This design comes from an exercise in tuning for small area and a short achievable clock period on the open sky130 flow, not from production work.
RTL that was checked went through simulation tests only; none was proved equivalent to the original.
Power figures rest on the tool's default switching activity, not on a simulated workload.

the reference run:
Design convPoolLayer, start of the top module:
module convPoolLayer (
    input  logic               clock,
    input  logic               rstN,
    input  logic               pixValid,
    input  cnnPkg::pixelT      pixData,
    input  logic               coefValid,
    input  cnnPkg::coefWriteT  coefWr,
    output logic               poolValid,
    output cnnPkg::poolSampleT poolOut
);
Size: about 2,200 cells after synthesis, about 49 I/O pins.
export LEC_CHECK = 0
export CAP_MARGIN = 20
export CORE_MARGIN = 2
export CORE_UTILIZATION = 65
export CTS_CLUSTER_DIAMETER = 80
export CTS_CLUSTER_SIZE = 20
export SETUP_SLACK_MARGIN = 4.0
export SLEW_MARGIN = 20
export SYNTH_HIERARCHICAL = 1
create_clock -name core_clock -period 6.5 [get_ports {clock}]
run.sh (not shown) runs the stock make flow with config.mk's settings and CLKGATE_MAP_FILE= SYNTH_SCRIPT=/design/flow/synth_recipe.tcl, a recipe that flattens the netlist after the stock synthesis.
Per the final summary, the reference run finished and its layout is clean on timing, DRC and antenna.
### the reference run -> the trial run
diff --git a/flow/design.v b/flow/design.v
--- a/flow/design.v
+++ b/flow/design.v
@@ -70,33 +70,52 @@
             b2 = wr[2*d+1];
             b1 = wr[2*d];
             b0 = (d == 0) ? 1'b0 : wr[2*d-1];
             wrEnc[3*d]   = b1 ^ b0;
             wrEnc[3*d+1] = (b2 & ~b1 & ~b0) | (~b2 & b1 & b0);
             wrEnc[3*d+2] = b2 & ~(b1 & b0);
         end
     end
     always_ff @(posedge clock or negedge rstN) begin
         if (!rstN) begin
-            wenc <= '0;
             bias <= '0;
+            for (int i = 0; i < 9; i++) begin
+                for (int d = 0; d < 4; d++) begin
+                    wenc[12*i + 3*d]     <= 1'b0;
+                    wenc[12*i + 3*d + 1] <= 1'b0;
+                end
+            end
         end else if (wrValid) begin
             for (int i = 0; i < 9; i++) begin
                 if (wr[11:8] == 4'(i)) begin
-                    wenc[12*i +: 12] <= wrEnc;
+                    for (int d = 0; d < 4; d++) begin
+                        wenc[12*i + 3*d]     <= wrEnc[3*d];
+                        wenc[12*i + 3*d + 1] <= wrEnc[3*d + 1];
+                    end
                 end
             end
             if (wr[11:8] == 4'd9) begin
                 bias <= wr[7:0];
             end
         end
     end
+    always_ff @(posedge clock) begin
+        if (wrValid) begin
+            for (int i = 0; i < 9; i++) begin
+                if (wr[11:8] == 4'(i)) begin
+                    for (int d = 0; d < 4; d++) begin
+                        wenc[12*i + 3*d + 2] <= wrEnc[3*d + 2];
+                    end
+                end
+            end
+        end
+    end
 endmodule
 `timescale 1ns/1ps
 module windowBuffer (
     input  logic        clock,
     input  logic        rstN,
     input  logic        pixValid,
     input  logic [7:0]  pixData,
     output logic        winValid,
     output logic [71:0] pix
 );
@@ -2462,66 +2481,62 @@
     input  logic        convValid,
     input  logic [18:0] conv,
     output logic        poolValid,
     output logic [23:0] poolOut
 );
     logic [2:0] convRow;
     logic [2:0] convCol;
     logic signed [18:0] other;
     logic signed [18:0] pairQ [2];
     logic signed [18:0] value;
-    logic               takeValue;
-    logic signed [18:0] best;
+    logic               greater;
+    logic               takeOther;
     logic [3:0]         poolPos;
-    assign value     = conv;
+    assign value = conv;
     gtCompare uGreater (
-        .a     (value),
-        .b     (other),
-        .first (!convRow[0] && !convCol[0]),
-        .gt    (takeValue)
+        .a  (value),
+        .b  (other),
+        .gt (greater)
     );
-    assign best      = takeValue ? value : other;
+    assign takeOther = convValid && (convCol[0] || !convRow[0] || greater);
     always_ff @(posedge clock or negedge rstN) begin
         if (!rstN) begin
             convRow   <= '0;
             convCol   <= '0;
             poolValid <= 1'b0;
         end else begin
             poolValid <= convValid && convRow[0] && convCol[0];
             if (convValid) begin
                 if (convCol == 3'd5) begin
                     convCol <= '0;
                     convRow <= (convRow == 3'd5) ? 3'd0 : convRow + 1'b1;
                 end else begin
                     convCol <= convCol + 1'b1;
                 end
             end
         end
     end
     always_ff @(posedge clock) begin
-        if (convValid) begin
-            if (!convCol[0]) begin
-                other <= best;
-            end else begin
-                other    <= pairQ[1];
-                pairQ[0] <= best;
-                pairQ[1] <= pairQ[0];
-            end
+        if (takeOther) begin
+            other <= convCol[0] ? pairQ[1] : value;
+        end
+        if (convValid && convCol[0]) begin
+            pairQ[0] <= greater ? value : other;
+            pairQ[1] <= pairQ[0];
         end
         poolPos <= {convRow[2:1], convCol[2:1]};
     end
     assign poolOut = {pairQ[0][18], pairQ[0], poolPos};
 endmodule
 module gtCompare (
     input  logic [18:0] a,
     input  logic [18:0] b,
-    input  logic        first,
     output logic        gt
 );
     logic g0_0;
     logic e0_0;
     logic g0_1;
     logic e0_1;
     logic g0_2;
     logic e0_2;
     logic g0_3;
     logic e0_3;
@@ -2588,20 +2603,22 @@
     logic g3_0;
     logic e3_0;
     logic g3_1;
     logic e3_1;
     logic g3_2;
     logic e3_2;
     logic g4_0;
     logic e4_0;
     logic g4_1;
     logic e4_1;
+    logic g5_0;
+    logic e5_0;
     assign g0_0 = a[0] & ~b[0];
     assign e0_0 = ~(a[0] ^ b[0]);
     assign g0_1 = a[1] & ~b[1];
     assign e0_1 = ~(a[1] ^ b[1]);
     assign g0_2 = a[2] & ~b[2];
     assign e0_2 = ~(a[2] ^ b[2]);
     assign g0_3 = a[3] & ~b[3];
     assign e0_3 = ~(a[3] ^ b[3]);
     assign g0_4 = a[4] & ~b[4];
     assign e0_4 = ~(a[4] ^ b[4]);
@@ -2649,21 +2666,22 @@
     gtNodeN uN2_2 (.gh(g1_5), .eh(e1_5), .gl(g1_4), .el(e1_4), .g(g2_2), .e(e2_2));
     gtNodeN uN2_3 (.gh(g1_7), .eh(e1_7), .gl(g1_6), .el(e1_6), .g(g2_3), .e(e2_3));
     gtNodeN uN2_4 (.gh(g1_9), .eh(e1_9), .gl(g1_8), .el(e1_8), .g(g2_4), .e(e2_4));
     gtNodeP uN3_0 (.gh(g2_1), .eh(e2_1), .gl(g2_0), .el(e2_0), .g(g3_0), .e(e3_0));
     gtNodeP uN3_1 (.gh(g2_3), .eh(e2_3), .gl(g2_2), .el(e2_2), .g(g3_1), .e(e3_1));
     assign g3_2 = ~g2_4;
     assign e3_2 = ~e2_4;
     gtNodeN uN4_0 (.gh(g3_1), .eh(e3_1), .gl(g3_0), .el(e3_0), .g(g4_0), .e(e4_0));
     assign g4_1 = ~g3_2;
     assign e4_1 = ~e3_2;
-    assign gt = first | g4_1 | (e4_1 & g4_0);
+    gtNodeP uN5_0 (.gh(g4_1), .eh(e4_1), .gl(g4_0), .el(e4_0), .g(g5_0), .e(e5_0));
+    assign gt = ~g5_0;
 endmodule
 module gtNodeP (
     input  logic gh,
     input  logic eh,
     input  logic gl,
     input  logic el,
     output logic g,
     output logic e
 );
     assign g = ~(gh | (eh & gl));
## What came out
Layout inverter count without the clock tree: the trial run vs the reference run up about 9%. When the trial run is set beside the reference run, its minimum clock period turns out to be 0.083 ns smaller. NOTE: cell area in the trial run falls short of that of the reference run. Diff the reference run -> the trial run: total wirelength of the detailed-routed design decreased about 1.8%, power share of the clock group rose by 2.2 points, area occupied by registers rose about 1.2%, share of the clock period used by the worst path after layout went down. The trial run consumes less power than the reference run does. The reference run completed every stage of the flow, and the final layout passed the timing, design-rule and antenna checks. The trial run: all stages complete, timing, DRC and antenna checks passed. In the metrics for the reference run and the trial run, the one carrying the lower critical path required time is the trial run. The trial run: placed cell count 1.2% below the reference run. In the flow results for the reference run and the trial run, the via count normalized by instance count is smaller on the trial run. The reference run → the trial run: number of cells upsized or downsized after cts fell by about 3%, die outline area fell by 0.94%, via count fell by about 2%.
Only the layout flow was run in the reference run; the RTL was not checked for function there.

-- what the ideal ports hide --
How much do the figures lean on ideal ports? The routed layouts below were timed once more, with nothing changed but the port constraints. Step 1, drivers: a clkbuf_16 drives clock and a buf_2 each remaining input, both assumed. Step 2 times the ports against the registers' clock, not the clock port: input delays grow and output delays shrink by t, the midpoint of the rising clock arrivals with the driver on. a / b / c = ideal / step 1 / step 2; a / b = the first two.
run	t (ns)	setup WS [ns]	hold WS [ns]	worst setup path at the end
the reference run	0.627	3.935 / 3.935 / 3.542	0.332 / 0.332 / 0.332	input to register
the trial run	0.639	4.018 / 3.957 / 3.508	0.336 / 0.336 / 0.336	input to register
After both steps every run listed still meets setup and hold. The setup slack of the trial run, which loses most, moves by -0.061 ns with the drivers and by -0.510 ns with both steps.
